Context: an optimization exercise on an open-source flow, tuned for small area. The choices shown serve that exercise and are no tape-out recipe.
Function was checked by simulation only, so behaviour that the tests miss may differ from the original.
No activity file was given, so power comes from the tool's default toggle rates.

## config.mk

```make
export PLATFORM = sky130hd
export DESIGN_NAME = sonar_top
export DESIGN_NICKNAME = sonar_top
export VERILOG_FILES = /design/flow/design.v
export SDC_FILE = /design/flow/constraint.sdc
export NUM_CORES = 4
export LEC_CHECK = 0
export CAP_MARGIN = 20
export CORE_MARGIN = 2
export CORE_UTILIZATION = 65
export SLEW_MARGIN = 20
```

## constraint.sdc

```tcl
create_clock -name core_clock -period 6.0 [get_ports {wb_clk_i}]
set_input_delay 1.2000 -clock core_clock [delete_from_list [all_inputs] [get_ports {wb_clk_i}]]
set_output_delay 1.2000 -clock core_clock [all_outputs]
set_load 0.01 [all_outputs]
```

## design.v

```verilog
`default_nettype none
package sonar_pkg;
    localparam int BUS_W = 16;                  
    localparam logic [3:0] SOC_REGION = 4'd3;   
endpackage
`default_nettype wire
`timescale 1ns/100ps
`default_nettype none
module sonar_clock_gen (
    input  wire logic        wb_clk_i,
    input  wire logic        wb_rst_i,
    input  wire logic [31:0] wdat_i,
    input  wire logic        presc_wr_i,
    output logic [31:0]      presc_o,
    output logic             ce_pdm_o,
    output logic             ce_pcm_o,
    output logic             sstb_o,      
    output logic             lstb_o,      
    output logic             wclr_o,      
    output logic             mclk_o
);
    logic ph1, ph0;
    always_ff @(posedge wb_clk_i) begin
        if (wb_rst_i) begin
            ph1 <= 1'b1;
            ph0 <= 1'b0;
        end else begin
            ph1 <= ph0;
            ph0 <= ~ph1;
        end
    end
    assign mclk_o   = ~ph1;
    assign ce_pdm_o = ~ph1 & ~ph0;
    logic [31:0] pcnt;
    assign ce_pcm_o = ce_pdm_o && (pcnt == presc_o);
    always_ff @(posedge wb_clk_i) begin
        if (wb_rst_i) begin
            presc_o <= 32'd49;
        end else if (presc_wr_i) begin
            presc_o <= wdat_i;
        end
        if (wb_rst_i || presc_wr_i || ce_pcm_o)
            pcnt <= '0;
        else
            pcnt <= pcnt + 32'(ce_pdm_o);
    end
    logic rst_q1, rst_q2;
    always_ff @(posedge wb_clk_i) begin
        if (wb_rst_i) begin
            sstb_o <= 1'b0;
            lstb_o <= 1'b0;
        end else begin
            sstb_o <= ce_pcm_o;
            lstb_o <= sstb_o;
        end
        rst_q1 <= wb_rst_i;
        rst_q2 <= rst_q1;
    end
    assign wclr_o = rst_q1 | rst_q2;
endmodule
`default_nettype wire
`timescale 1ns/100ps
`default_nettype none
module sonar_ripple
#(
    parameter int N = 8
) (
    input  wire logic [N-1:0] a_i,
    input  wire logic [N-1:0] b_i,
    input  wire logic         c_i,
    output logic [N-1:0]      s_o,
    output logic              c_o
);
    logic [N:0] c;
    assign c[0] = c_i;
    for (genvar i = 0; i < N; i++) begin : g_bit
        assign s_o[i]  = a_i[i] ^ b_i[i] ^ c[i];
        assign c[i+1]  = (a_i[i] & b_i[i]) | (a_i[i] & c[i]) | (b_i[i] & c[i]);
    end
    assign c_o = c[N];
endmodule
`default_nettype wire
`timescale 1ns/100ps
`default_nettype none
module sonar_add
#(
    parameter int N = 16,
    parameter int K = 3,
    parameter int R = 0      
) (
    input  wire logic [N-1:0] a_i,
    input  wire logic [N-1:0] b_i,
    input  wire logic         c_i,
    output logic [N:0]        s_o
);
    localparam int NB = R + (N - R + K - 1) / K;
    logic [NB:0] c;
    assign c[0] = c_i;
    for (genvar j = 0; j < NB; j++) begin : g_blk
        localparam int LO = (j < R) ? j : R + (j - R) * K;
        localparam int BK = (j < R) ? 1 : K;
        localparam int BW = (LO + BK <= N) ? BK : N - LO;
        logic [BW:0] t;
        assign t = {1'b0, a_i[LO +: BW]} + {1'b0, b_i[LO +: BW]} + {{BW{1'b0}}, c[j]};
        assign s_o[LO +: BW] = t[BW-1:0];
        assign c[j+1] = t[BW];
    end
    assign s_o[N] = c[NB];
endmodule
`default_nettype wire
`timescale 1ns/100ps
`default_nettype none
module sonar_channel (
    input  wire logic                        wb_clk_i,
    input  wire logic                        wb_rst_i,
    input  wire logic                        ce_pdm_i,
    input  wire logic                        ce_pcm_i,
    input  wire logic                        sstb_i,
    input  wire logic                        lstb_i,
    input  wire logic                        wclr_i,      
    input  wire logic                        pdm_i,
    input  wire logic                        mclear_i,
    input  wire logic                        thresh_wr_i,
    input  wire logic [sonar_pkg::BUS_W-1:0] wdat_i,
    output logic [sonar_pkg::BUS_W-1:0]      sample_o,
    output logic [sonar_pkg::BUS_W-1:0]      level_o,
    output logic [sonar_pkg::BUS_W-1:0]      thresh_o,
    output logic                             echo_o
);
    localparam int W = sonar_pkg::BUS_W;
    localparam int L = 7;                  
    localparam int H = W + 1 - L;          
    logic [W-1:0] cnt;
    logic [W:0]   a1, a2;      
    logic [W-1:0] inc;         
    logic         tp;          
    logic         ic;          
    logic [L-1:0] pair_lo, sum_lo;
    logic         pc_raw, pc, sc;
    logic [W-1:0] tmp;         
    assign inc = cnt + W'(ce_pdm_i & pdm_i);
    assign tp  = ce_pcm_i & pdm_i;
    assign ic  = tp & (&cnt[L-1:0]);
    sonar_ripple #(.N(L)) u_pair_lo (.a_i(cnt[L-1:0]), .b_i(sample_o[L-1:0]), .c_i(tp),
                                     .s_o(pair_lo), .c_o(pc_raw));
    sonar_ripple #(.N(L)) u_sum_lo  (.a_i(pair_lo), .b_i(a2[L-1:0]), .c_i(1'b0),
                                     .s_o(sum_lo), .c_o(sc));
    assign pc  = pc_raw & ~ic;
    assign tmp = {sample_o[W-1:L], sum_lo[L-1:2], sc, pc};
    logic [H-1:0] pair_hi;
    logic [H:0]   sum_hi;
    sonar_ripple #(.N(H-1)) u_pair_hi (.a_i(sample_o[W-1:L]), .b_i(cnt[W-1:L]), .c_i(cnt[0]),
                                       .s_o(pair_hi[H-2:0]), .c_o(pair_hi[H-1]));
    sonar_ripple #(.N(H)) u_sum_hi    (.a_i(pair_hi), .b_i(a2[W:L]), .c_i(cnt[1]),
                                       .s_o(sum_hi[H-1:0]), .c_o(sum_hi[H]));
    logic [W-1:0] thresh_n;
    logic         gt_lo, gt_h0, gt_h1, gt;
    logic [7:0]   cs_lo, cs_h0, cs_h1;
    assign thresh_o = ~thresh_n;
    sonar_ripple #(.N(8)) u_cmp_lo (.a_i(level_o[7:0]),  .b_i(thresh_n[7:0]),  .c_i(1'b0), .s_o(cs_lo), .c_o(gt_lo));
    sonar_ripple #(.N(8)) u_cmp_h0 (.a_i(level_o[15:8]), .b_i(thresh_n[15:8]), .c_i(1'b0), .s_o(cs_h0), .c_o(gt_h0));
    sonar_ripple #(.N(8)) u_cmp_h1 (.a_i(level_o[15:8]), .b_i(thresh_n[15:8]), .c_i(1'b1), .s_o(cs_h1), .c_o(gt_h1));
    assign gt = gt_lo ? gt_h1 : gt_h0;
    always_ff @(posedge wb_clk_i) begin
        if (wb_rst_i || sstb_i)
            cnt <= '0;
        else if (ce_pcm_i)
            cnt <= tmp;
        else
            cnt <= inc;
    end
    always_ff @(posedge wb_clk_i) begin
        if (wb_rst_i)
            sample_o <= '0;
        else if (ce_pcm_i)
            sample_o <= inc;
    end
    always_ff @(posedge wb_clk_i) begin
        if (ce_pcm_i || wclr_i) begin
            a1[L-1:0] <= pair_lo;
            a2[L-1:0] <= a1[L-1:0];
        end
        if (sstb_i || wclr_i) begin
            a1[W:L] <= pair_hi;
            a2[W:L] <= a1[W:L];
        end
    end
    always_ff @(posedge wb_clk_i) begin
        if (wb_rst_i)
            level_o <= '0;
        else if (sstb_i)
            level_o <= {sum_hi, cnt[L-1:2]};
    end
    always_ff @(posedge wb_clk_i) begin
        if (wb_rst_i) begin
            thresh_n <= '0;
            echo_o   <= 1'b0;
        end else begin
            if (thresh_wr_i)
                thresh_n <= ~wdat_i;
            if (mclear_i || thresh_wr_i)
                echo_o <= 1'b0;
            else if (lstb_i && gt)
                echo_o <= 1'b1;
        end
    end
endmodule
`default_nettype wire
`timescale 1ns/100ps
`default_nettype none
module wb_sonar_regs
#(
    parameter int N_CHANNELS = 4
) (
    input  wire logic                                   wb_clk_i,
    input  wire logic                                   wb_rst_i,
    input  wire logic                                   wbs_cyc_i,
    input  wire logic                                   wbs_stb_i,
    input  wire logic                                   wbs_we_i,
    input  wire logic [3:0]                             wbs_sel_i,
    input  wire logic [31:0]                            wbs_adr_i,
    output logic                                        wbs_ack_o,
    output logic [31:0]                                 wbs_dat_o,
    input  wire logic [N_CHANNELS*sonar_pkg::BUS_W-1:0] sample_i,
    input  wire logic [N_CHANNELS*sonar_pkg::BUS_W-1:0] level_i,
    input  wire logic [N_CHANNELS*sonar_pkg::BUS_W-1:0] thresh_i,
    input  wire logic [N_CHANNELS-1:0]                  echo_i,
    input  wire logic [31:0]                            presc_i,
    output logic                                        presc_wr_o,
    output logic [N_CHANNELS-1:0]                       thresh_wr_o,
    output logic                                        irq_o
);
    localparam int W = sonar_pkg::BUS_W;
    logic            acc;
    logic            wr;
    logic [8:0]      word;
    logic [W-1:0]    ch_rdat;
    logic [31:0]     rd_nxt;
    logic [N_CHANNELS-1:0] status_q;
    assign acc  = wbs_cyc_i && wbs_stb_i && (wbs_adr_i[31:28] == sonar_pkg::SOC_REGION) && !wbs_ack_o;
    assign wr   = acc && wbs_we_i && wbs_sel_i[0];
    assign word = wbs_adr_i[10:2];
    assign presc_wr_o = wr && (word == 9'd1);
    for (genvar c = 0; c < N_CHANNELS; c++) begin : g_wr
        assign thresh_wr_o[c] = wr && (word == 9'(2 + 16 * c));
    end
    always_comb begin
        ch_rdat = '0;
        if (word[8:6] == 3'd0) begin
            case (word[3:0])
                4'd2: ch_rdat = thresh_i[word[5:4]*W +: W];
                4'd3: ch_rdat = sample_i[word[5:4]*W +: W];
                4'd4: ch_rdat = level_i[word[5:4]*W +: W];
                default: ch_rdat = '0;
            endcase
        end
        case (word)
            9'd0:    rd_nxt = 32'(status_q);
            9'd1:    rd_nxt = presc_i;
            default: rd_nxt = {{(32-W){ch_rdat[W-1]}}, ch_rdat};
        endcase
    end
    always_ff @(posedge wb_clk_i) begin
        if (wb_rst_i) begin
            wbs_ack_o <= 1'b0;
            status_q  <= '0;
        end else begin
            wbs_ack_o <= acc;
            status_q  <= echo_i;
        end
    end
    always_ff @(posedge wb_clk_i) begin
        wbs_dat_o <= rd_nxt;
    end
    assign irq_o = |status_q;
endmodule
`default_nettype wire
`timescale 1ns/100ps
`default_nettype none
module sonar_top
#(
    parameter int N_CHANNELS = 4,
    parameter int PDM_DIV    = 4,
    parameter int WIN_LOG2   = 2
) (
    input  wire logic                  wb_clk_i,
    input  wire logic                  wb_rst_i,
    input  wire logic                  wbs_cyc_i,
    input  wire logic                  wbs_stb_i,
    input  wire logic                  wbs_we_i,
    input  wire logic [3:0]            wbs_sel_i,
    input  wire logic [31:0]           wbs_adr_i,
    input  wire logic [31:0]           wbs_dat_i,
    output logic                       wbs_ack_o,
    output logic [31:0]                wbs_dat_o,
    input  wire logic [N_CHANNELS-1:0] pdm_i,
    input  wire logic                  mclear_i,
    output logic                       mclk_o,
    output logic                       irq_o
);
    localparam int W = sonar_pkg::BUS_W;
    logic        ce_pdm, ce_pcm, sstb, lstb, wclr;
    logic [31:0] presc;
    logic        presc_wr;
    logic [N_CHANNELS-1:0]   thresh_wr;
    logic [N_CHANNELS*W-1:0] sample, level, thresh;
    logic [N_CHANNELS-1:0]   echo;
    sonar_clock_gen u_clk (
        .wb_clk_i   (wb_clk_i),
        .wb_rst_i   (wb_rst_i),
        .wdat_i     (wbs_dat_i),
        .presc_wr_i (presc_wr),
        .presc_o    (presc),
        .ce_pdm_o   (ce_pdm),
        .ce_pcm_o   (ce_pcm),
        .sstb_o     (sstb),
        .lstb_o     (lstb),
        .wclr_o     (wclr),
        .mclk_o     (mclk_o)
    );
    wb_sonar_regs #(
        .N_CHANNELS (N_CHANNELS)
    ) u_regs (
        .wb_clk_i    (wb_clk_i),
        .wb_rst_i    (wb_rst_i),
        .wbs_cyc_i   (wbs_cyc_i),
        .wbs_stb_i   (wbs_stb_i),
        .wbs_we_i    (wbs_we_i),
        .wbs_sel_i   (wbs_sel_i),
        .wbs_adr_i   (wbs_adr_i),
        .wbs_ack_o   (wbs_ack_o),
        .wbs_dat_o   (wbs_dat_o),
        .sample_i    (sample),
        .level_i     (level),
        .thresh_i    (thresh),
        .echo_i      (echo),
        .presc_i     (presc),
        .presc_wr_o  (presc_wr),
        .thresh_wr_o (thresh_wr),
        .irq_o       (irq_o)
    );
    for (genvar c = 0; c < N_CHANNELS; c++) begin : g_chan
        sonar_channel u_chan (
            .wb_clk_i    (wb_clk_i),
            .wb_rst_i    (wb_rst_i),
            .ce_pdm_i    (ce_pdm),
            .ce_pcm_i    (ce_pcm),
            .sstb_i      (sstb),
            .lstb_i      (lstb),
            .wclr_i      (wclr),
            .pdm_i       (pdm_i[c]),
            .mclear_i    (mclear_i),
            .thresh_wr_i (thresh_wr[c]),
            .wdat_i      (wbs_dat_i[W-1:0]),
            .sample_o    (sample[c*W +: W]),
            .level_o     (level[c*W +: W]),
            .thresh_o    (thresh[c*W +: W]),
            .echo_o      (echo[c])
        );
    end
endmodule
`default_nettype wire
```

## flow/run.sh

```bash
#!/bin/bash
# Standard layout with two changes: ports get the smallest buffer (buf_1)
# instead of clkdlybuf4s50_1, and clock tree synthesis adds no dummy loads and
# clusters sinks into groups a clkbuf_8 can drive within the clock-pin slew limit.
set -euo pipefail
CTS="-sink_clustering_enable -repair_clock_nets -dont_use_dummy_load"
CTS="$CTS -sink_clustering_size 10 -sink_clustering_max_diameter 35"
CTS="$CTS -buf_list sky130_fd_sc_hd__clkbuf_4"
bash standard.sh "CTS_ARGS=$CTS" "BUFFER_PORTS_ARGS=-buffer_cell sky130_fd_sc_hd__buf_1" finish > standard.log 2>&1
```

## standard.sh

```bash
#!/bin/bash
# synth_recipe.tcl (not shown) runs the flow's synth.tcl, then flattens the netlist and writes it again
# the make line also repeats each setting of config.mk as NAME=value (left out here)
make -C /OpenROAD-flow-scripts/flow DESIGN_CONFIG=/design/flow/config.mk WORK_HOME=/design/flow/orfs CLKGATE_MAP_FILE= SYNTH_SCRIPT=/design/flow/synth_recipe.tcl "${@:-finish}"
```

==> reports/qor.yml, run 1 <==
status: "finished clean"
firstDrtPassIters: 5
critPathMaxFanout: 2
ys.flop_type: "dfxtp_1"
relSlewSlack_pct: 30.7
r2r_start: "g_chan[3].u_chan.cnt[7]"
synth_top_cell_by_area: "dfxtp_1"
holdCritStartpoint: "u_clk.rst_q1"
synth-async-reset-ratio_pct: 0
critical_path.startpoint: "g_chan[3].u_chan.cnt[7]"
num-fill-cells: 2677
routed-via-count: 16600
cts_root_buffer: "clkbuf_4"
grt_overflow_total: 0
stdcell_area_mm2: 0.0242
ys.warnings.count: 3
rsz0062_at_grt: "false"
io_buffers: 90
layout_min_cycle_time_ns: 5.74
ios: 113
slew_viol_final: 0
ctsResizeCount: 0
drtIter0Drc: 1497
critPathKind: "reg -> reg"
antenna_found_initial: 5
synthesis.nets: 2352
drive_gt1_share_pct: 7.26
grt_use_met2_pct: 50.7
ys_ff_latch: 503
postCtsSetupBuffers: 0
area_growth_pct: 5.56
max_slew.worst_pin.slew_ns: 1.04
nets: 2431
cts_tree: "done"
grt_start_max_net_pins: 99
die-area_mm2: 0.0368
synth_area_leaders: "dfxtp_1 (32%), edfxtp_1 (18%), fa_1 (10%)"
wl_per_cell_um: 21.7
ys_seq_area_share_pct: 49.8
powerDensity_mw_per_mm2: 230
grt_pass1_vias: 16100
cts_buffers: 82
required_ns: 6.61
grt_pass1_wl_um: 90700
start_util_pct: 66.3
num_rows: 68
dieWidth_um: 192
placed_cell_area_mm2: 0.0235
hold_path_class: "reg -> reg"
reg2reg_slack_ns: 0.26
synthMostInstantiatedCell: "nor2_1"
hold_viol_final: 0
worst_setup_path_start_kind: "flop"
end_kind: "flop"
gp_congestion: 0.906
setup_viol: 0
gr-max-usage-layer: "met2"
synth-edff-count: 136
dieHeight_um: 192
grtUsageMet1_pct: 45.4
cts.reportedPaths.clkPinSlew_ns: 0.09
ctsHoldBuffers: 0
finalClockSkew_ns: 0.103
syn-cell-area_mm2: 0.0229
irDropWorstVdd_uv: 170
p_leak_nw: 9.23
coreArea_mm2: 0.0346
postSynthCellCount: 2140
htree_levels: 3
synth_common_cells: "nor2_1 (373), dfxtp_1 (367), nand2_1 (176)"
fmax_mhz: 174
synth_top_area_share_pct: 32.0
clk_latency_ns: 0.82
grt_use_total_pct: 32.3
wl_um: 58100
register_area_mm2: 0.0114
dpl.hpwl_um: 40900
numClockSinks: 503
yosysUniqueCellTypes: 56
drc: 0
finalSetupTns_ns: 0
cap_violations: 0
arrival_ns: 6.35
viasPerCell: 6.21
ant_nets: 0
cts_buffer_depth: 3
min_period_over_period_pct: 95.7
gr-usage-met3_pct: 5.66
synth.avg_cell_area_um2: 10.7
multiInputGateArea_mm2: 0.0109
[cells by family after synthesis]
group                    after synthesis  share of synthesized area (%)
AO/OA/AOI/OAI                        415                           13.3
XOR/XNOR                             122                           4.66
adder cells (fa/ha/maj)              139                           11.4
buffers and inverters                155                           3.09
flip-flops                           503                           49.8
multiplexers                         109                           4.75
AND/OR/NAND/NOR                      697                           12.9
[path summary, 6_finish.rpt]
check,endpoint,depth (start not counted)
setup / recovery,g_chan[3].u_chan.level_o[14],13
hold reg to reg,u_clk.rst_q2,0
hold / removal,u_clk.rst_q2,0
setup reg to reg,g_chan[3].u_chan.level_o[14],13
[layout by cell type, fill, tap and decap left out, types with 14 or more instances in the layout]
| cell | n |
|---|---|
| a211oi_1 | 88 |
| a211oi_2 | 31 |
| a21oi_1 | 88 |
| a221oi_1 | 76 |
| a22oi_1 | 19 |
| and3_1 | 21 |
| buf_1 | 89 |
| buf_4 | 22 |
| clkbuf_4 | 83 |
| dfxtp_1 | 365 |
| edfxtp_1 | 136 |
| fa_1 | 117 |
| ha_1 | 14 |
| inv_1 | 33 |
| mux2i_1 | 109 |
| nand2_1 | 176 |
| nand3_1 | 47 |
| nand4_1 | 26 |
| nor2_1 | 369 |
| o21ai_0 | 45 |
| o22ai_1 | 15 |
| xnor2_1 | 61 |
| xor2_1 | 61 |
[layout make-up]
type                    count  area share, %
diodes                      4         0.0413
well taps                 455           2.35
flip-flops and latches    503           47.2
clock buffers              82           2.54
inverters                  34          0.547
repair buffers            116           2.45
multi-input cells        1482           44.9
[sequential cells by signal, summed over array words and instances (netlist names), 32 cells and up]
| register | cells |
|---|---|
| g_chan.u_chan.a1 | 68 |
| g_chan.u_chan.a2 | 68 |
| g_chan.u_chan.cnt | 64 |
| g_chan.u_chan.level_o | 64 |
| g_chan.u_chan.sample_o | 64 |
| g_chan.u_chan.thresh_n | 64 |
| u_clk.pcnt | 32 |
| u_clk.presc_o | 32 |
| u_regs.wbs_dat_o | 32 |
[worst max-delay path: stages (launching register included)]
cell     delay (ns)
dfxtp_1        0.37
fa_2           0.48
fa_1           0.46
fa_1           0.47
fa_2           0.42
fa_1           0.47
fa_2           0.41
fa_1           0.46
fa_1           0.46
fa_1           0.46
fa_1           0.45
fa_1           0.46
mux2i_1        0.15
nor2_1         0.05
[per-layer routing]
| metal | vias up | wire [um] |
|---|---|---|
| li1 | 7769 | - |
| met1 | 8172 | 25400 |
| met2 | 556 | 26800 |
| met3 | 124 | 3800 |
| met4 | 0 | 1990 |
| met5 | - | 0 |
[stage by stage]
stage	setup slack (ns)	hold slack, ns	instances	util (%)	total power (W)
after global placement	0.145	0.350	2586	67.8	0.00388
after floorplan	0.317	0.338	2140	-	0.00379
after detailed placement	0.0416	0.353	2587	67.9	0.00389
after global routing	0.00138	0.379	2676	70.0	0.00577
after CTS	0.0197	0.361	2669	69.6	0.00560
final	0.259	0.359	2676	70.0	0.00557
[where the power goes]
group | total (W) | leakage (nW) | switching [W] | internal [W]
Sequential | 0.00358 | 4.45 | 0.0000334 | 0.00355
Clock | 0.00175 | 0.377 | 0.00112 | 0.000625
Combinational | 0.000236 | 4.40 | 0.000170 | 0.0000658
Total | 0.00557 | 9.23 | 0.00132 | 0.00424
==> inputs of run 2 (changes only) <==
--- a/flow/run.sh
+++ b/flow/run.sh
@@ -4,6 +4,6 @@
 # clusters sinks into groups a clkbuf_8 can drive within the clock-pin slew limit.
 set -euo pipefail
 CTS="-sink_clustering_enable -repair_clock_nets -dont_use_dummy_load"
-CTS="$CTS -sink_clustering_size 10 -sink_clustering_max_diameter 35"
+CTS="$CTS -sink_clustering_size 10 -sink_clustering_max_diameter 35 -sink_buffer_max_cap_derate 1.0"
 CTS="$CTS -buf_list sky130_fd_sc_hd__clkbuf_4"
 bash standard.sh "CTS_ARGS=$CTS" "BUFFER_PORTS_ARGS=-buffer_cell sky130_fd_sc_hd__buf_1" finish > standard.log 2>&1
==> run 2 against run 1 <==
Still clean. Sequential cell count unchanged. Critical endpoint unchanged. First-iteration DRC count unchanged. Combinational power is essentially flat. Critical path depth did not move. Register-to-register slack about the same.
==> reports/qor.yml, run 2 <==
status: "finished clean"
grt_start_max_net_pins: 99
rsz0062_at_grt: "false"
antenna_found_initial: 5
top_regs: "g_chan.u_chan.a1 x68, g_chan.u_chan.a2 x68"
ys_ff_latch: 503
gp_congestion: 0.906
finalSetupTns_ns: 0
htree_levels: 3
viasPerCell: 6.21
multiInputGateArea_mm2: 0.0109
synth-edff-count: 136
dieHeight_um: 192
power.share.sequential_pct: 64.4
timing.hold.ws_ns: 0.359
dp.cells: 2587
clk_latency_ns: 0.82
syn-cell-area_mm2: 0.0229
start_util_pct: 66.3
grt_use_total_pct: 32.3
synth_top_area_share_pct: 32.0
final_common_cell: "nor2_1"
required_ns: 6.61
slew_viol_final: 0
relSlewSlack_pct: 30.7
cts_buffer_depth: 3
max_slew.worst_pin.slew_ns: 1.04
rr_worst_depth: 13
min_path_cells: 0
arrival_ns: 6.35
mostFrequentLayoutCells: "nor2_1 (369), dfxtp_1 (365), nand2_1 (176), edfxtp_1 (136), fa_1 (117)"
synth_common_cells: "nor2_1 (373), dfxtp_1 (367), nand2_1 (176)"
clkPwrFrac_pct: 31.4
num_rows: 68
finalClockSkew_ns: 0.103
hold_viol_final: 0
synth.avg_cell_area_um2: 10.7
setup_viol: 0
fmax_mhz: 174
drtIter0Drc: 1497
synth_area_leaders: "dfxtp_1 (32%), edfxtp_1 (18%), fa_1 (10%)"
register_area_mm2: 0.0114
die-area_mm2: 0.0368
cap_violations: 0
p_int_w: 0.00424
firstDrtPassIters: 5
numClockSinks: 503
irDropWorstVdd_uv: 170
ys.warnings.count: 3
dpl_worst_slack_ns: 0.0416
grt_pass1_wl_um: 90700
num-fill-cells: 2677
end_kind: "flop"
worst_setup_path_start_kind: "flop"
synth-async-reset-ratio_pct: 0
ant_nets: 0
cts_root_buffer: "clkbuf_4"
synthAdderAreaFrac_pct: 11.4
min_period_over_period_pct: 95.7
io_buffers: 90
postSynthCellCount: 2140
grt_overflow_total: 0
cts_tree: "done"
postCtsSetupBuffers: 0
switching_share_pct: 23.8
synth_top_family_by_area: "compound AO/OA/AOI/OAI gates"
layout.cells.non_filler: 2676
synthMuxAreaShare_pct: 4.75
wl_per_cell_um: 21.7
coreArea_mm2: 0.0346
nets: 2431
yosysUniqueCellTypes: 56
synth_xor_area_share_pct: 4.66
cts_buffers: 82
area_growth_pct: 5.56
layout_min_cycle_time_ns: 5.74
cts.reportedPaths.clkPinSlew_ns: 0.09
drc: 0
synth_top_cell_by_area: "dfxtp_1"
power.switching_w: 0.00132
dieWidth_um: 192
combPwrFrac_pct: 4.2
critPathMaxFanout: 2
ys_seq_area_share_pct: 49.8
synthMostInstantiatedCell: "nor2_1"
critPathKind: "reg -> reg"
synthesis.nets: 2352
routed-via-count: 16600
dpl.hpwl_um: 40900
finalWorstSetupSlack_ns: 0.259
hold_path_class: "reg -> reg"
p_leak_nw: 9.23
ctsHoldBuffers: 0
powerDensity_mw_per_mm2: 230
synthSimpleGateAreaFrac_pct: 12.9
ios: 113
wl_um: 58100
synth-compound-area-share_pct: 13.3
drive_gt1_share_pct: 7.26
ys.flop_type: "dfxtp_1"
ctsResizeCount: 0
grt_pass1_vias: 16100
## run 2: cell counts after synthesis
Identical to the previous run, type by type.
## run 2: final timing paths
kind                      startpoint                            to  slack (ns)
max          g_chan[3].u_chan.cnt[7]  g_chan[3].u_chan.level_o[14]        0.26
min                     u_clk.rst_q1                  u_clk.rst_q2        0.36
max reg2reg  g_chan[3].u_chan.cnt[7]  g_chan[3].u_chan.level_o[14]        0.26
min reg2reg             u_clk.rst_q1                  u_clk.rst_q2        0.36
## run 2: power groups by stage
stage	combinational (W)	sequential, W	clock [W]
finish	0.000236	0.00358	0.00175
global route	0.000256	0.00359	0.00192
CTS	0.000228	0.00359	0.00179
detailed placement	0.000227	0.00366	0
global placement	0.000223	0.00366	0
floorplan	0.000135	0.00366	0
## run 2: final cells by class
class / instances / area share, %
timing repair buffer: 116 / 2.45
clock buffer: 82 / 2.54
tap: 455 / 2.35
sequential: 503 / 47.2
multi-input combinational: 1482 / 44.9
antenna: 4 / 0.0413
inverter: 34 / 0.547
## run 2: cells by family after synthesis
family,after synthesis
flops,503
fa+ha+maj,139
compound gates,415
xor+xnor,122
buf+inv,155
simple gates,697
mux,109
## run 2: worst max-delay path, cell delays in order, from the launching register on
cell	delay, ns
dfxtp_1	0.37
fa_2	0.48
fa_1	0.46
fa_1	0.47
fa_2	0.42
fa_1	0.47
fa_2	0.41
fa_1	0.46
fa_1	0.46
fa_1	0.46
fa_1	0.45
fa_1	0.46
mux2i_1	0.15
nor2_1	0.05
## run 2: stage by stage
| step | area (um^2) | total power [W] | utilization (%) |
|---|---|---|---|
| 4_1_cts | 24100 | 0.00560 | 69.6 |
| 5_1_grt | 24200 | 0.00577 | 70.0 |
| 3_3_place_gp | 23500 | 0.00388 | 67.8 |
| 2_1_floorplan | 22900 | 0.00379 | - |
| 3_5_place_dp | 23500 | 0.00389 | 67.9 |
| 6_report | 24200 | 0.00557 | 70.0 |
## run 2: per-layer routing
layer,vias to the layer above,GRT usage (%),part of all wire (%)
li1,7769,-,-
met1,8172,45.4,44
met2,556,50.7,46
met3,124,5.66,6.5
met4,0,11.8,3.4
met5,-,0,0
==> inputs of run 3 (changes only) <==
==> flow/run.sh (replaced) <==
#!/bin/bash
# Standard layout with two changes: ports get the smallest buffer (buf_1)
# instead of clkdlybuf4s50_1, and clock tree synthesis adds no dummy loads and
# clusters sinks into groups a clkbuf_8 can drive within the clock-pin slew limit.
set -euo pipefail
CTS="-sink_clustering_enable -repair_clock_nets -dont_use_dummy_load"
CTS="$CTS -sink_clustering_size 20 -sink_clustering_max_diameter 55"
CTS="$CTS -buf_list sky130_fd_sc_hd__clkbuf_8"
bash standard.sh "CTS_ARGS=$CTS" "BUFFER_PORTS_ARGS=-buffer_cell sky130_fd_sc_hd__buf_1" finish > standard.log 2>&1
==> run 3 against run 2 <==
Still clean on timing, DRC and antenna. Total power decreased by 1.7%. Setup slack improved by 0.014 ns. Non-clock buffer count unchanged. Register-to-register slack about the same. Critical path type unchanged. Critical endpoint is now g_chan[3].u_chan.cnt[6].
==> reports/qor.yml, run 3 <==
synth-async-reset-ratio_pct: 0
synth-edff-count: 136
htree_levels: 2
synthesis.nets: 2352
cpMostUsedCell: "fa_1"
grt_overflow_total: 0
rr_worst_depth: 20
total_power_w: 0.00547
die-area_mm2: 0.0368
synth_common_cells: "nor2_1 (373), dfxtp_1 (367), nand2_1 (176)"
cts_root_buffer: "clkbuf_8"
setup_viol: 0
drive_gt1_share_pct: 5.52
ant_nets: 0
layout_min_cycle_time_ns: 5.73
finalSetupTns_ns: 0
min_period_over_period_pct: 95.4
arrival_ns: 6.21
required_ns: 6.49
slew_viol_final: 0
routed-via-count: 16500
syn-cell-area_mm2: 0.0229
dieWidth_um: 192
hold_viol_final: 0
ys.flop_type: "dfxtp_1"
mostFrequentLayoutCells: "nor2_1 (369), dfxtp_1 (363), nand2_1 (176), edfxtp_1 (136), fa_1 (116)"
antenna_found_initial: 4
relSlewSlack_pct: 29.7
holdCritStartpoint: "u_clk.rst_q1"
dpl_worst_slack_ns: 0.0416
max_slew.worst_pin.slew_ns: 1.05
coreArea_mm2: 0.0346
critPathMaxFanout: 7
grt_pass1_vias: 15900
num_rows: 68
end_kind: "flop"
reg2reg_to: "g_chan[3].u_chan.cnt[6]"
synth_top_area_share_pct: 32.0
grt_use_total_pct: 32.0
finalWorstSetupSlack_ns: 0.273
ios: 113
finalClockSkew_ns: 0.0973
cts_buffer_depth: 3
firstDrtPassIters: 7
postSynthCellCount: 2140
fmax_mhz: 175
cts.reportedPaths.clkPinSlew_ns: 0.12
grt_pass1_wl_um: 89500
ctsHoldBuffers: 0
dpl.hpwl_um: 40900
clk_latency_ns: 0.67
cts_buffers: 39
min_path_cells: 0
timing.hold.ws_ns: 0.364
reg2reg_slack_ns: 0.27
drc: 0
cp_cell_sequence: "xnor2_1 > nand4_1 > nor4_1 > nand4_1 > or4_4 > inv_6 > nand2_1 > fa_1 > inv_1 > fa_1 > a31oi_1 > nor2_1 > fa_1 > fa_1 > fa_1 > fa_1 > xnor2_1 > nor2_1 > a21oi_1 > nor2_1"
ys_seq_area_share_pct: 49.8
cap_violations: 0
synthMostInstantiatedCell: "nor2_1"
yosysUniqueCellTypes: 56
final_common_cell: "nor2_1"
final_util_pct: 69.7
cp_num_buf_inv: 2
ys_ff_latch: 503
powerDensity_mw_per_mm2: 227
gp_congestion: 0.906
synth.avg_cell_area_um2: 10.7
slowest_delay_ns: 0.60
ys.warnings.count: 3
r2r_start: "u_clk.presc_o[10]"
critPathKind: "reg -> reg"
grt_start_max_net_pins: 99
status: "finished clean"
ctsResizeCount: 0
numClockSinks: 503
viasPerCell: 6.28
io_buffers: 90
dieHeight_um: 192
worstHoldEndpoint: "u_clk.rst_q2"
area_growth_pct: 5.16
cp_top_family: "adder cells"
worst_setup_path_start_kind: "flop"
slowest_stage: "or4_4"
nets: 2388
drtIter0Drc: 1394
synth_top_cell_by_area: "dfxtp_1"
postCtsSetupBuffers: 0
start_util_pct: 66.3
irDropWorstVdd_uv: 194
wl_per_cell_um: 21.9
p_leak_nw: 9.13
wl_um: 57600
cts_tree: "done"
top_regs: "g_chan.u_chan.a1 x68, g_chan.u_chan.a2 x68"
rsz0062_at_grt: "false"
hold_path_class: "reg -> reg"
synth_area_leaders: "dfxtp_1 (32%), edfxtp_1 (18%), fa_1 (10%)"
run 3: cell types whose count changed in the layout (fill, tap and decap cells not counted), sizes merged:
cell and delta:
diode -3, clkbuf -43
run 3: layout make-up:
type                       instances  area (um^2)
clock buffer                      39          537
fill                            2672        10500
sequential                       503        11400
multi-input combinational       1482        10900
tap                              455          569
timing repair buffer             116          593
inverter                          34          133
antenna                            1         2.50
run 3: worst max-delay path by stage:
| stage | start | end | slack (ns) | cells past startpoint |
|---|---|---|---|---|
| 2_1_floorplan | g_chan[3].u_chan.cnt[7] | g_chan[3].u_chan.level_o[14] | 0.32 | 13 |
| 3_3_place_gp | g_chan[3].u_chan.sample_o[7] | g_chan[3].u_chan.level_o[14] | 0.15 | 13 |
| 3_5_place_dp | g_chan[3].u_chan.sample_o[7] | g_chan[3].u_chan.level_o[14] | 0.04 | 13 |
| 4_1_cts | g_chan[3].u_chan.sample_o[7] | g_chan[3].u_chan.level_o[14] | 0.02 | 13 |
| 5_1_grt | u_clk.presc_o[10] | g_chan[3].u_chan.cnt[6] | 0.003 | 20 |
| 6_report | u_clk.presc_o[10] | g_chan[3].u_chan.cnt[6] | 0.27 | 20 |
run 3: cells by family (layout without fill, tap and decap cells):
family | after synthesis | count (layout) | synth area share, %
simple gates | 697 | 697 | 12.9
flops | 503 | 503 | 49.8
compound gates | 415 | 415 | 13.3
buf+inv | 155 | 189 | 3.09
fa+ha+maj | 139 | 139 | 11.4
xor+xnor | 122 | 122 | 4.66
mux | 109 | 109 | 4.75
other cells | 0 | 1 | 0
run 3: layer usage:
metal / global-route usage (%) / wire [um]
met1: 44.6 / 24900
met2: 50.0 / 26500
met3: 6.01 / 4120
met4: 11.9 / 2100
met5: 0 / 18
run 3: power breakdown:
part / switching [W] / internal (W) / total [W]
Clock: 0.00107 / 0.000586 / 0.00165
Sequential: 0.0000332 / 0.00355 / 0.00358
Combinational: 0.000170 / 0.0000655 / 0.000236
Total: 0.00127 / 0.00420 / 0.00547
run 3: through the flow:
stage	instances	instance area [um^2]
after global placement	2586	23500
after global routing	2630	24100
after CTS	2626	24000
after floorplan	2140	22900
after detailed placement	2587	23500
final	2630	24100
==> inputs of run 4 (changes only) <==
--- a/flow/run.sh
+++ b/flow/run.sh
@@ -4,6 +4,6 @@
 # clusters sinks into groups a clkbuf_8 can drive within the clock-pin slew limit.
 set -euo pipefail
 CTS="-sink_clustering_enable -repair_clock_nets -dont_use_dummy_load"
-CTS="$CTS -sink_clustering_size 20 -sink_clustering_max_diameter 55"
+CTS="$CTS -sink_clustering_size 18 -sink_clustering_max_diameter 50"
 CTS="$CTS -buf_list sky130_fd_sc_hd__clkbuf_8"
 bash standard.sh "CTS_ARGS=$CTS" "BUFFER_PORTS_ARGS=-buffer_cell sky130_fd_sc_hd__buf_1" finish > standard.log 2>&1
--- a/config.mk
+++ b/config.mk
@@ -7,5 +7,5 @@
 export LEC_CHECK = 0
 export CAP_MARGIN = 20
 export CORE_MARGIN = 2
-export CORE_UTILIZATION = 65
+export CORE_UTILIZATION = 75
 export SLEW_MARGIN = 20
==> run 4 against run 3 <==
Critical path type unchanged. Highest routed layer is now met4. Hold slack improved by 0.015 ns. Largest power group unchanged. Combinational power hardly changed. Setup slack lost 0.055 ns. Wire length rose by 0.63%.
==> reports/qor.yml, run 4 <==
status: "finished clean"
switching_share_pct: 22.5
slowest_stage: "fa_1"
finalClockSkew_ns: 0.0670
gp_congestion: 0.929
reg2reg_slack_ns: 0.22
yosysUniqueCellTypes: 56
cts_tree: "done"
antenna_found_initial: 1
grt_overflow_total: 0
holdCritStartpoint: "u_clk.rst_q1"
synth_top_cell_by_area: "dfxtp_1"
grt_use_total_pct: 36.8
slowest_delay_ns: 0.55
grt_pass1_vias: 16300
grt_pass1_wl_um: 90100
fmax_mhz: 173
end_kind: "flop"
relSlewSlack_pct: 26.3
postCtsSetupBuffers: 0
ctsHoldBuffers: 0
critPathKind: "reg -> reg"
slew_viol_final: 0
max_slew.worst_pin.slew_ns: 1.11
critPathMaxFanout: 4
multiInputGateArea_mm2: 0.0109
hold_viol_final: 0
dpl_worst_slack_ns: 0.130
timing.hold.ws_ns: 0.379
wl_per_cell_um: 22.5
ys_seq_area_share_pct: 49.8
rr_worst_depth: 13
synth-async-reset-ratio_pct: 0
routed-via-count: 17000
worstHoldEndpoint: "u_clk.rst_q2"
stdcell_area_mm2: 0.0241
register_area_mm2: 0.0114
setup_viol: 0
antenna_cells: 0
synth.avg_cell_area_um2: 10.7
firstDrtPassIters: 6
ios: 113
drive_gt1_share_pct: 5.65
drc: 0
cts_buffers: 42
io_buffers: 90
final_util_pct: 79.3
viasPerCell: 6.62
cap_violations: 0
powerDensity_mw_per_mm2: 228
syn-cell-area_mm2: 0.0229
clk_latency_ns: 0.60
min_period_over_period_pct: 96.4
top_regs: "g_chan.u_chan.a1 x68, g_chan.u_chan.a2 x68"
placed_cell_area_mm2: 0.0234
cts.reportedPaths.clkPinSlew_ns: 0.09
ant_nets: 0
postSynthCellCount: 2140
cts_buffer_depth: 3
irDropWorstVdd_uv: 233
finalWorstSetupSlack_ns: 0.218
synthesis.nets: 2352
cp_cell_sequence: "fa_1 > fa_1 > fa_1 > fa_1 > fa_1 > fa_1 > fa_1 > fa_1 > fa_1 > fa_1 > fa_1 > mux2i_1 > nor2_1"
num_rows: 64
r2r_start: "g_chan[3].u_chan.cnt[0]"
hold_path_class: "reg -> reg"
dieWidth_um: 179
p_int_w: 0.00424
min_path_cells: 0
synth-edff-count: 136
coreArea_mm2: 0.0303
synthMostInstantiatedCell: "nor2_1"
ys.flop_type: "dfxtp_1"
ys_ff_latch: 503
reg2reg_to: "g_chan[3].u_chan.level_o[14]"
htree_levels: 2
mostFrequentLayoutCells: "nor2_1 (369), dfxtp_1 (365), nand2_1 (176), edfxtp_1 (136), fa_1 (116)"
ys.warnings.count: 3
num-fill-cells: 1957
wl_um: 58000
synth_area_leaders: "dfxtp_1 (32%), edfxtp_1 (18%), fa_1 (10%)"
worst_setup_path_start_kind: "flop"
cts_root_buffer: "clkbuf_8"
power.switching_w: 0.00124
synth_common_cells: "nor2_1 (373), dfxtp_1 (367), nand2_1 (176)"
cpMostUsedCell: "fa_1"
power.share.sequential_pct: 65.5
area_growth_pct: 4.82
drtIter0Drc: 1783
dieHeight_um: 179
die-area_mm2: 0.0320
start_util_pct: 75.6
combPwrFrac_pct: 4.3
required_ns: 6.41
arrival_ns: 6.19
p_leak_nw: 9.13
dpl.hpwl_um: 40900
nets: 2391
layout_min_cycle_time_ns: 5.78
final_common_cell: "nor2_1"
clkPwrFrac_pct: 30.3
synth_top_area_share_pct: 32.0
numClockSinks: 503
critical_path.startpoint: "g_chan[3].u_chan.cnt[0]"
grt_start_max_net_pins: 85
-- run 4: cell count changes in the layout (fill, tap and decap cells not counted), moves of 2 or more --
cell / change
buf_4: +4
clkbuf_8: +3
buf_16: -2
dfxtp_1: +2
dfxtp_2: -2
-- run 4: power groups by stage --
stage | logic, W | registers, W | clock network [W]
2_1_floorplan | 0.000135 | 0.00366 | 0
3_3_place_gp | 0.000219 | 0.00366 | 0
3_5_place_dp | 0.000226 | 0.00366 | 0
4_1_cts | 0.000228 | 0.00359 | 0.00168
5_1_grt | 0.000251 | 0.00359 | 0.00180
6_report | 0.000235 | 0.00359 | 0.00166
-- run 4: layer usage --
metal,routed length (um),part of all wire (%),vias up,GRT usage [%]
met2,26900,46,849,58.7
met1,23600,41,8352,51.4
met3,5060,8.7,176,5.20
met4,2440,4.2,0,14.2
met5,0,0,-,0
li1,-,-,7657,-
-- run 4: cells by family (layout without fill, tap and decap cells) --
family	after synthesis	count (layout)	share of synthesized area, %
AOI/OAI and AO/OA	415	415	13.3
xor gates and xnor gates	122	122	4.66
adders and majority gates	139	139	11.4
buffers and inverters	155	192	3.09
DFF	503	503	49.8
muxes	109	109	4.75
and+or+nand+nor	697	697	12.9
-- run 4: how the worst max path moves through the flow --
stage | end | slack, ns
final | g_chan[3].u_chan.level_o[14] | 0.22
after global routing | g_chan[2].u_chan.cnt[6] | -0.007
after CTS | g_chan[3].u_chan.level_o[14] | 0.09
after detailed placement | g_chan[3].u_chan.level_o[14] | 0.13
after global placement | g_chan[3].u_chan.level_o[14] | 0.16
after floorplan | g_chan[3].u_chan.level_o[14] | 0.32
-- run 4: layout make-up --
type,instances,area share [%]
multi-input cells,1482,45.2
flip-flops and latches,503,47.5
well taps,396,2.06
clock buffers,42,2.40
repair buffers,116,2.23
inverters,34,0.551
-- run 4: repair_timing --
action                                 in CTS  in global routing
gates resized for setup                     0                 10
endpoints found under the hold margin       0                  0
setup endpoints to repair                   0                  8
-- run 4: through the flow --
| stage | total power [W] | instances | setup TNS (ns) |
|---|---|---|---|
| finish | 0.00548 | 2573 | 0 |
| global route | 0.00564 | 2573 | -0.00667 |
| CTS | 0.00549 | 2573 | 0 |
| detailed placement | 0.00389 | 2531 | 0 |
| global placement | 0.00388 | 2531 | 0 |
| floorplan | 0.00379 | 2140 | 0 |
-- run 4: worst max-delay path, delay by kind of cell, from the launching register on --
kind | cells | cell delay, ns
flops | 1 | 0.36
simple gates | 1 | 0.05
fa+ha+maj | 11 | 5.05
mux | 1 | 0.14
==> inputs of run 5 (changes only) <==
--- a/config.mk
+++ b/config.mk
@@ -5,7 +5,7 @@
 export SDC_FILE = /design/flow/constraint.sdc
 export NUM_CORES = 4
 export LEC_CHECK = 0
-export CAP_MARGIN = 20
+export CAP_MARGIN = 0
 export CORE_MARGIN = 2
 export CORE_UTILIZATION = 75
-export SLEW_MARGIN = 20
+export SLEW_MARGIN = 0
==> run 5 against run 4 <==
Register-to-register slack about the same. Die area unchanged. Critical endpoint unchanged. Combinational power about the same. First-iteration DRC count unchanged. Total power unchanged. Largest cell class unchanged. Cell count unchanged. Synthesized cell count unchanged. Clock power about the same. Synthesized area unchanged. Via count unchanged. Sequential share of layout area unchanged.
==> reports/qor.yml, run 5 <==
synthMostInstantiatedCell: "nor2_1"
clkPwrFrac_pct: 30.3
ios: 113
grt_overflow_total: 0
drive_gt1_share_pct: 5.65
total_power_w: 0.00548
wl_um: 58000
finalSetupTns_ns: 0
powerDensity_mw_per_mm2: 228
clk_latency_ns: 0.60
synth.avg_cell_area_um2: 10.7
dieHeight_um: 179
start_util_pct: 75.6
htree_levels: 2
hold_viol_final: 0
power.switching_w: 0.00124
mostFrequentLayoutCells: "nor2_1 (369), dfxtp_1 (365), nand2_1 (176), edfxtp_1 (136), fa_1 (116)"
antenna_found_initial: 1
grt_pass1_vias: 16300
coreArea_mm2: 0.0303
p_int_w: 0.00424
critPathKind: "reg -> reg"
power.share.sequential_pct: 65.5
synth-edff-count: 136
min_period_over_period_pct: 96.4
ys_ff_latch: 503
gp_congestion: 0.929
firstDrtPassIters: 6
end_kind: "flop"
viasPerCell: 6.62
worst_setup_path_start_kind: "flop"
switching_share_pct: 22.5
rr_worst_depth: 13
cts.reportedPaths.clkPinSlew_ns: 0.09
drc: 0
min_path_cells: 0
hold_path_class: "reg -> reg"
final_common_cell: "nor2_1"
wl_per_cell_um: 22.5
ant_nets: 0
setup_viol: 0
max_slew.worst_pin.slew_ns: 1.11
area_growth_pct: 4.82
synth_top_cell_by_area: "dfxtp_1"
postSynthCellCount: 2140
synthesis.nets: 2352
dieWidth_um: 179
layout_min_cycle_time_ns: 5.78
cts_buffer_depth: 3
io_buffers: 90
grt_pass1_wl_um: 90100
drtIter0Drc: 1783
num_rows: 64
cap_violations: 0
grt_use_total_pct: 36.8
r2r_start: "g_chan[3].u_chan.cnt[0]"
irDropWorstVdd_uv: 233
required_ns: 6.41
dpl.hpwl_um: 40900
antenna_cells: 0
cts_buffers: 42
combPwrFrac_pct: 4.3
p_leak_nw: 9.13
synth-async-reset-ratio_pct: 0
status: "finished clean"
yosysUniqueCellTypes: 56
fmax_mhz: 173
reg2reg_slack_ns: 0.22
critPathMaxFanout: 4
ctsHoldBuffers: 0
synth_common_cells: "nor2_1 (373), dfxtp_1 (367), nand2_1 (176)"
syn-cell-area_mm2: 0.0229
arrival_ns: 6.19
top_regs: "g_chan.u_chan.a1 x68, g_chan.u_chan.a2 x68"
die-area_mm2: 0.0320
routed-via-count: 17000
ys.warnings.count: 3
worstHoldEndpoint: "u_clk.rst_q2"
ys.flop_type: "dfxtp_1"
synth_area_leaders: "dfxtp_1 (32%), edfxtp_1 (18%), fa_1 (10%)"
holdCritStartpoint: "u_clk.rst_q1"
reg2reg_to: "g_chan[3].u_chan.level_o[14]"
synth_top_area_share_pct: 32.0
finalClockSkew_ns: 0.0670
ys_seq_area_share_pct: 49.8
cts_tree: "done"
slew_viol_final: 0
relSlewSlack_pct: 26.3
nets: 2391
grt_start_max_net_pins: 85
numClockSinks: 503
cts_root_buffer: "clkbuf_8"
-- run 5: area by class of cell --
cell class	instances	area (um^2)
multi-input cells	1482	10900
flip-flops and latches	503	11400
inverters	34	133
fillers	1957	6290
well taps	396	495
clock buffers	42	578
repair buffers	116	537
-- run 5: repair_timing --
| action | CTS | global route |
|---|---|---|
| resized for setup | 0 | 10 |
| setup endpoints to repair | 0 | 8 |
| buffers inserted | 0 | 0 |
-- run 5: cell families after synthesis --
logic type | count (synthesis) | synth area share [%]
buffers and inverters | 155 | 3.09
and+or+nand+nor | 697 | 12.9
DFF | 503 | 49.8
AOI/OAI and AO/OA | 415 | 13.3
xor gates and xnor gates | 122 | 4.66
muxes | 109 | 4.75
adders and majority gates | 139 | 11.4
-- run 5: power groups by stage --
stage / clock network, W / registers [W] / logic [W]
3_3_place_gp: 0 / 0.00366 / 0.000219
2_1_floorplan: 0 / 0.00366 / 0.000135
5_1_grt: 0.00180 / 0.00359 / 0.000251
6_report: 0.00166 / 0.00359 / 0.000235
3_5_place_dp: 0 / 0.00366 / 0.000226
4_1_cts: 0.00168 / 0.00359 / 0.000228
-- run 5: metal layers --
metal / vias up / GRT usage, % / wire length (um)
li1: 7657 / - / -
met1: 8352 / 51.4 / 23600
met2: 849 / 58.7 / 26900
met3: 176 / 5.20 / 5060
met4: 0 / 14.2 / 2440
met5: - / 0 / 0
-- run 5: worst max-delay path by stage --
| stage | depth (start not counted) | start | slack, ns | end |
|---|---|---|---|---|
| 2_1_floorplan | 13 | g_chan[3].u_chan.cnt[7] | 0.32 | g_chan[3].u_chan.level_o[14] |
| 3_3_place_gp | 13 | g_chan[3].u_chan.cnt[0] | 0.16 | g_chan[3].u_chan.level_o[14] |
| 3_5_place_dp | 13 | g_chan[3].u_chan.cnt[0] | 0.13 | g_chan[3].u_chan.level_o[14] |
| 4_1_cts | 13 | g_chan[3].u_chan.cnt[0] | 0.09 | g_chan[3].u_chan.level_o[14] |
| 5_1_grt | 19 | u_clk.presc_o[25] | -0.007 | g_chan[2].u_chan.cnt[6] |
| 6_report | 13 | g_chan[3].u_chan.cnt[0] | 0.22 | g_chan[3].u_chan.level_o[14] |
-- run 5: stage by stage --
step	util, %	instance area (um^2)	instances	hold WS (ns)	worst slack [ns]
final	79.3	24100	2573	0.379	0.218
after global routing	79.3	24100	2573	0.390	-0.00667
after CTS	79.2	24000	2573	0.378	0.0908
after detailed placement	77.3	23400	2531	0.366	0.130
after global placement	77.3	23400	2531	0.352	0.159
after floorplan	-	22900	2140	0.338	0.317
-- run 5: critical path, cell delays in order, from the launching register on --
cell	delay, ns
dfxtp_1	0.36
fa_1	0.46
fa_1	0.45
fa_1	0.40
fa_1	0.47
fa_1	0.44
fa_1	0.55
fa_1	0.45
fa_1	0.46
fa_1	0.46
fa_1	0.45
fa_1	0.46
mux2i_1	0.14
nor2_1	0.05
==> inputs of run 6 (changes only) <==
--- a/config.mk
+++ b/config.mk
@@ -5,7 +5,7 @@
 export SDC_FILE = /design/flow/constraint.sdc
 export NUM_CORES = 4
 export LEC_CHECK = 0
-export CAP_MARGIN = 0
+export CAP_MARGIN = 20
 export CORE_MARGIN = 2
-export CORE_UTILIZATION = 75
-export SLEW_MARGIN = 0
+export CORE_UTILIZATION = 65
+export SLEW_MARGIN = 20
==> run 6 against run 5 <==
Wire length decreased by 0.92%. Fmax increased by 0.76%. Total power increased by 1.3%. Final area increased by 0.58%. Synthesized area unchanged. Largest power group unchanged.
==> reports/qor.yml, run 6 <==
area_growth_pct: 5.43
synth_common_cells: "nor2_1 (373), dfxtp_1 (367), nand2_1 (176)"
firstDrtPassIters: 5
ctsHoldBuffers: 0
die-area_mm2: 0.0368
ys.flop_type: "dfxtp_1"
layout.cells.non_filler: 2635
drtIter0Drc: 1414
synth_top_area_share_pct: 32.0
drive_gt1_share_pct: 5.74
nets: 2393
synth-edff-count: 136
gp_congestion: 0.906
ant_nets: 0
dieWidth_um: 192
num-fill-cells: 2664
antenna_found_initial: 4
max_slew.worst_pin.slew_ns: 1.04
critPathKind: "reg -> reg"
rsz0062_at_grt: "false"
numClockSinks: 503
cap_violations: 0
fmax_mhz: 174
synth_top_cell_by_area: "dfxtp_1"
dp.cells: 2587
final_common_cell: "nor2_1"
postSynthCellCount: 2140
ios: 113
irDropWorstVdd_uv: 235
top_regs: "g_chan.u_chan.a1 x68, g_chan.u_chan.a2 x68"
cts_buffers: 44
grt_start_max_net_pins: 99
grt_pass1_vias: 15900
viasPerCell: 6.26
grt_overflow_total: 0
cpMostUsedCell: "fa_1"
cts_buffer_depth: 3
hold_viol_final: 0
synth.avg_cell_area_um2: 10.7
required_ns: 6.46
ys_ff_latch: 503
layout_min_cycle_time_ns: 5.74
setup_viol: 0
synth_area_leaders: "dfxtp_1 (32%), edfxtp_1 (18%), fa_1 (10%)"
mostFrequentLayoutCells: "nor2_1 (369), dfxtp_1 (363), nand2_1 (176), edfxtp_1 (136), fa_1 (116)"
htree_levels: 2
hold_path_class: "reg -> reg"
cts_tree: "done"
ys.warnings.count: 3
slew_viol_final: 0
synthMostInstantiatedCell: "nor2_1"
cts_root_buffer: "clkbuf_8"
worst_setup_path_start_kind: "flop"
wl_per_cell_um: 21.8
yosysUniqueCellTypes: 56
critPathMaxFanout: 2
timing.hold.ws_ns: 0.366
synth-async-reset-ratio_pct: 0
slowest_stage: "fa_1"
cp_cell_sequence: "fa_1 > fa_1 > fa_1 > fa_2 > fa_2 > fa_2 > fa_1 > fa_1 > fa_1 > fa_1 > fa_1 > mux2i_1 > nor2_1"
syn-cell-area_mm2: 0.0229
finalClockSkew_ns: 0.0909
drc: 0
powerDensity_mw_per_mm2: 229
p_leak_nw: 9.16
cts.reportedPaths.clkPinSlew_ns: 0.11
dieHeight_um: 192
synthesis.nets: 2352
finalSetupTns_ns: 0
io_buffers: 90
clk_latency_ns: 0.67
ys_seq_area_share_pct: 49.8
dpl.hpwl_um: 40900
total_power_w: 0.00555
relSlewSlack_pct: 30.6
grt_pass1_wl_um: 89600
routed-via-count: 16500
start_util_pct: 66.3
min_period_over_period_pct: 95.6
num_rows: 68
grt_use_total_pct: 32.0
end_kind: "flop"
status: "finished clean"
arrival_ns: 6.20
slowest_delay_ns: 0.53
wl_um: 57500
coreArea_mm2: 0.0346
[run 6: cell counts after synthesis]
No cell type changed its count.
[run 6: logic make-up (layout without fill, tap and decap cells)]
logic type	Yosys count	in the layout	share of synthesized area, %
mux	109	109	4.75
fa+ha+maj	139	139	11.4
buf+inv	155	194	3.09
other cells	0	1	0
xor+xnor	122	122	4.66
compound gates	415	415	13.3
flops	503	503	49.8
simple gates	697	697	12.9
[run 6: power by group]
| group | switching (W) | internal [W] |
|---|---|---|
| sequential | 0.0000333 | 0.00355 |
| combinational | 0.000170 | 0.0000651 |
| clock | 0.00108 | 0.000656 |
| total | 0.00128 | 0.00427 |
[run 6: path summary, 6_finish.rpt]
kind | start | cells past startpoint | end | slack (ns)
max reg2reg | g_chan[3].u_chan.cnt[7] | 13 | g_chan[3].u_chan.level_o[14] | 0.26
min | u_clk.rst_q1 | 0 | u_clk.rst_q2 | 0.37
min reg2reg | u_clk.rst_q1 | 0 | u_clk.rst_q2 | 0.37
max | g_chan[3].u_chan.cnt[7] | 13 | g_chan[3].u_chan.level_o[14] | 0.26
[run 6: timing repair]
action / in CTS / in global routing
pin swaps: 0 / 3
resized for setup: 1 / 8
hold endpoints to repair: 0 / 0
setup buffers: 0 / 0
setup endpoints to repair: 1 / 5
[run 6: area by class of cell]
type                            instances  area, um^2  share of cell area [%]
Timing Repair Buffer                  116         586                    2.42
Multi-Input combinational cell       1482       10900                    44.9
Inverter                               34         133                   0.548
Sequential cell                       503       11400                    47.3
Antenna cell                            1        2.50                  0.0103
Clock buffer                           44         606                    2.50
Tap cell                              455         569                    2.35
[run 6: routing by layer]
| layer | track usage (%) | routed length, um | part of all wire, % |
|---|---|---|---|
| met1 | 44.6 | 24800 | 43 |
| met2 | 50.5 | 26500 | 46 |
| met3 | 5.87 | 4180 | 7.3 |
| met4 | 11.2 | 1930 | 3.4 |
| met5 | 0 | 32 | 0.056 |
[run 6: critical path, delay by kind of cell (launching register included)]
kind | cells | cell delay [ns]
fa+ha+maj | 11 | 4.99
flops | 1 | 0.35
mux | 1 | 0.15
simple gates | 1 | 0.05
[run 6: through the flow]
step	util (%)	cell area, um^2	setup slack, ns
6_report	69.9	24200	0.262
5_1_grt	69.9	24200	0.00561
4_1_cts	69.6	24100	0.00576
3_5_place_dp	67.9	23500	0.0416
3_3_place_gp	67.8	23500	0.145
2_1_floorplan	-	22900	0.317
==> inputs of run 7 (changes only) <==
--- a/flow/run.sh
+++ b/flow/run.sh
@@ -4,6 +4,6 @@
 # clusters sinks into groups a clkbuf_8 can drive within the clock-pin slew limit.
 set -euo pipefail
 CTS="-sink_clustering_enable -repair_clock_nets -dont_use_dummy_load"
-CTS="$CTS -sink_clustering_size 18 -sink_clustering_max_diameter 50"
+CTS="$CTS -sink_clustering_size 20 -sink_clustering_max_diameter 55"
 CTS="$CTS -buf_list sky130_fd_sc_hd__clkbuf_8"
 bash standard.sh "CTS_ARGS=$CTS" "BUFFER_PORTS_ARGS=-buffer_cell sky130_fd_sc_hd__buf_1" finish > standard.log 2>&1
--- a/config.mk
+++ b/config.mk
@@ -5,7 +5,7 @@
 export SDC_FILE = /design/flow/constraint.sdc
 export NUM_CORES = 4
 export LEC_CHECK = 0
-export CAP_MARGIN = 20
+export CAP_MARGIN = 0
 export CORE_MARGIN = 2
 export CORE_UTILIZATION = 65
-export SLEW_MARGIN = 20
+export SLEW_MARGIN = 0
==> run 7 against run 6 <==
Largest cell class unchanged. Combinational power about the same. Clock skew shrank 0.026 ns. First-iteration DRC count shrank 5.3%. Hold slack worse by 0.0013 ns. Clock power fell by 5%.
==> reports/qor.yml, run 7 <==
nets: 2384
routed-via-count: 16400
clk_latency_ns: 0.65
worst_setup_path_start_kind: "flop"
synthMostInstantiatedCell: "nor2_1"
cts_tree: "done"
synth_top_cell_by_area: "dfxtp_1"
ys_seq_area_share_pct: 49.8
drtIter0Drc: 1339
required_ns: 6.52
cap_violations: 0
synth_common_cells: "nor2_1 (373), dfxtp_1 (367), nand2_1 (176)"
start_util_pct: 66.3
ys_ff_latch: 503
min_period_over_period_pct: 95.6
grt_start_max_net_pins: 99
die-area_mm2: 0.0368
grt_overflow_total: 0
arrival_ns: 6.26
cts_buffers: 39
p_leak_nw: 9.09
final_common_cell: "nor2_1"
irDropWorstVdd_uv: 182
postSynthCellCount: 2140
hold_viol_final: 0
critPathMaxFanout: 2
setup_viol: 0
synth-async-reset-ratio_pct: 0
timing.hold.ws_ns: 0.365
io_buffers: 90
finalSetupTns_ns: 0
combPwrFrac_pct: 4.3
ios: 113
dieHeight_um: 192
dpl.hpwl_um: 40900
synthesis.nets: 2352
numClockSinks: 503
grt_use_total_pct: 32.0
coreArea_mm2: 0.0346
ys.flop_type: "dfxtp_1"
drive_gt1_share_pct: 5.44
area_growth_pct: 4.85
synth_top_area_share_pct: 32.0
gp_congestion: 0.906
power.switching_w: 0.00127
ant_nets: 0
ys.warnings.count: 3
status: "finished clean"
critPathKind: "reg -> reg"
max_slew.worst_pin.slew_ns: 1.29
antenna_found_initial: 5
wl_per_cell_um: 21.9
powerDensity_mw_per_mm2: 227
reg2reg_to: "g_chan[3].u_chan.level_o[14]"
synth.avg_cell_area_um2: 10.7
fmax_mhz: 174
switching_share_pct: 23.1
layout.cells.non_filler: 2626
slew_viol_final: 0
cts.reportedPaths.clkPinSlew_ns: 0.12
hold_path_class: "reg -> reg"
htree_levels: 2
dieWidth_um: 192
postCtsSetupBuffers: 0
p_int_w: 0.00420
layout_min_cycle_time_ns: 5.74
power.share.sequential_pct: 65.6
drc: 0
cts_root_buffer: "clkbuf_8"
dp.cells: 2586
finalClockSkew_ns: 0.0653
synth-edff-count: 136
end_kind: "flop"
critical_path.startpoint: "g_chan[3].u_chan.cnt[7]"
yosysUniqueCellTypes: 56
grt_pass1_wl_um: 89500
grt_pass1_vias: 15800
clkPwrFrac_pct: 30.2
firstDrtPassIters: 6
wl_um: 57500
rsz0062_at_grt: "false"
viasPerCell: 6.24
rr_worst_depth: 13
top_regs: "g_chan.u_chan.a1 x68, g_chan.u_chan.a2 x68"
cts_buffer_depth: 3
r2r_start: "g_chan[3].u_chan.cnt[7]"
mostFrequentLayoutCells: "nor2_1 (369), dfxtp_1 (362), nand2_1 (176), edfxtp_1 (136), fa_1 (116)"
num_rows: 68
synth_area_leaders: "dfxtp_1 (32%), edfxtp_1 (18%), fa_1 (10%)"
reg2reg_slack_ns: 0.26
syn-cell-area_mm2: 0.0229
cp-endpoint: "g_chan[3].u_chan.level_o[14]"
relSlewSlack_pct: 14.1
## run 7: how the worst min path moves through the flow
stage                       startpoint           end  cells after the start  slack [ns]
final                     u_clk.rst_q1  u_clk.rst_q2                      0        0.36
after global routing      u_clk.rst_q1  u_clk.rst_q2                      0        0.39
after CTS                 u_clk.rst_q1  u_clk.rst_q2                      0        0.37
after detailed placement  u_clk.rst_q1  u_clk.rst_q2                      0        0.35
after global placement    u_clk.rst_q1  u_clk.rst_q2                      0        0.35
after floorplan           u_clk.rst_q1  u_clk.rst_q2                      0        0.34
## run 7: cells by family (layout without fill, tap and decap cells)
group                    count (synthesis)  count (layout)  synth area share [%]
AND/OR/NAND/NOR                        697             697                  12.9
buffers and inverters                  155             185                  3.09
AO/OA/AOI/OAI                          415             415                  13.3
flip-flops                             503             503                  49.8
other                                    0               1                     0
adder cells (fa/ha/maj)                139             139                  11.4
XOR/XNOR                               122             122                  4.66
multiplexers                           109             109                  4.75
## run 7: power by group through the flow
stage | combinational [W] | sequential (W) | clock (W)
3_5_place_dp | 0.000227 | 0.00366 | 0
6_report | 0.000233 | 0.00358 | 0.00165
2_1_floorplan | 0.000135 | 0.00366 | 0
4_1_cts | 0.000228 | 0.00359 | 0.00168
5_1_grt | 0.000253 | 0.00359 | 0.00179
3_3_place_gp | 0.000223 | 0.00366 | 0
## run 7: stage by stage
stage / setup slack, ns / utilization [%] / total power, W / cell area, um^2
after global routing: 0.00619 / 69.5 / 0.00564 / 24100
final: 0.264 / 69.5 / 0.00547 / 24100
after global placement: 0.145 / 67.8 / 0.00388 / 23500
after CTS: 0.0687 / 69.4 / 0.00549 / 24000
after detailed placement: 0.0453 / 67.8 / 0.00389 / 23500
after floorplan: 0.317 / - / 0.00379 / 22900
## run 7: timing repair
action	CTS	global route
hold buffers	0	0
setup endpoints to repair	0	8
resized for setup	0	12
## run 7: critical path: stages (launching register included)
cell	delay [ns]
dfxtp_1	0.35
fa_1	0.46
fa_1	0.47
fa_1	0.46
fa_1	0.45
fa_1	0.45
fa_1	0.47
fa_1	0.53
fa_1	0.43
fa_1	0.46
fa_1	0.45
fa_1	0.46
mux2i_1	0.15
nor2_1	0.05
## run 7: routing by layer
layer	part of all wire, %	GRT usage [%]	vias to the layer above
met1	43	44.2	8061
met4	3.7	12.8	2
met5	0.024	0	-
met3	7.0	5.61	120
met2	46	50.4	541
li1	-	-	7653
## run 7: layout make-up
| class | instances | area [um^2] |
|---|---|---|
| flip-flops and latches | 503 | 11400 |
| multi-input cells | 1482 | 10900 |
| fillers | 2688 | 10600 |
| well taps | 455 | 569 |
| clock buffers | 39 | 537 |
| repair buffers | 112 | 507 |
| inverters | 34 | 133 |
| diodes | 1 | 2.50 |

[afterwards: timing with drivers on the ports]
No port has a modelled driver above. Below, the same layouts with a new extraction and two added sets of constraints.
Step 1 (the two cells are an assumption about what drives the block):
set clk [get_ports {wb_clk_i}]
set_driving_cell -lib_cell sky130_fd_sc_hd__clkbuf_16 $clk
set_driving_cell -lib_cell sky130_fd_sc_hd__buf_2 [delete_from_list [all_inputs] $clk]
Step 2 times the ports against the registers' clock, not the clock port: input delays grow and output delays shrink by t, the midpoint of the rising clock arrivals with the driver on.
Slacks: no drivers / after step 1 / after step 2; pairs: no drivers / after step 1.
| run | t (ns) | setup slack, ns | worst data-port slew with drivers (ns) |
|---|---|---|---|
| run 1 | 0.827 | 0.259 / 0.259 / 0.259 | 0.09 |
| run 2 | 0.827 | 0.259 / 0.259 / 0.259 | 0.09 |
| run 3 | 0.669 | 0.273 / 0.273 / 0.273 | 0.09 |
| run 4 | 0.613 | 0.218 / 0.218 / 0.218 | 0.09 |
| run 5 | 0.613 | 0.218 / 0.218 / 0.218 | 0.09 |
| run 6 | 0.669 | 0.262 / 0.262 / 0.262 | 0.09 |
| run 7 | 0.668 | 0.264 / 0.264 / 0.264 | 0.09 |
After both steps setup and hold are still met in every run listed.
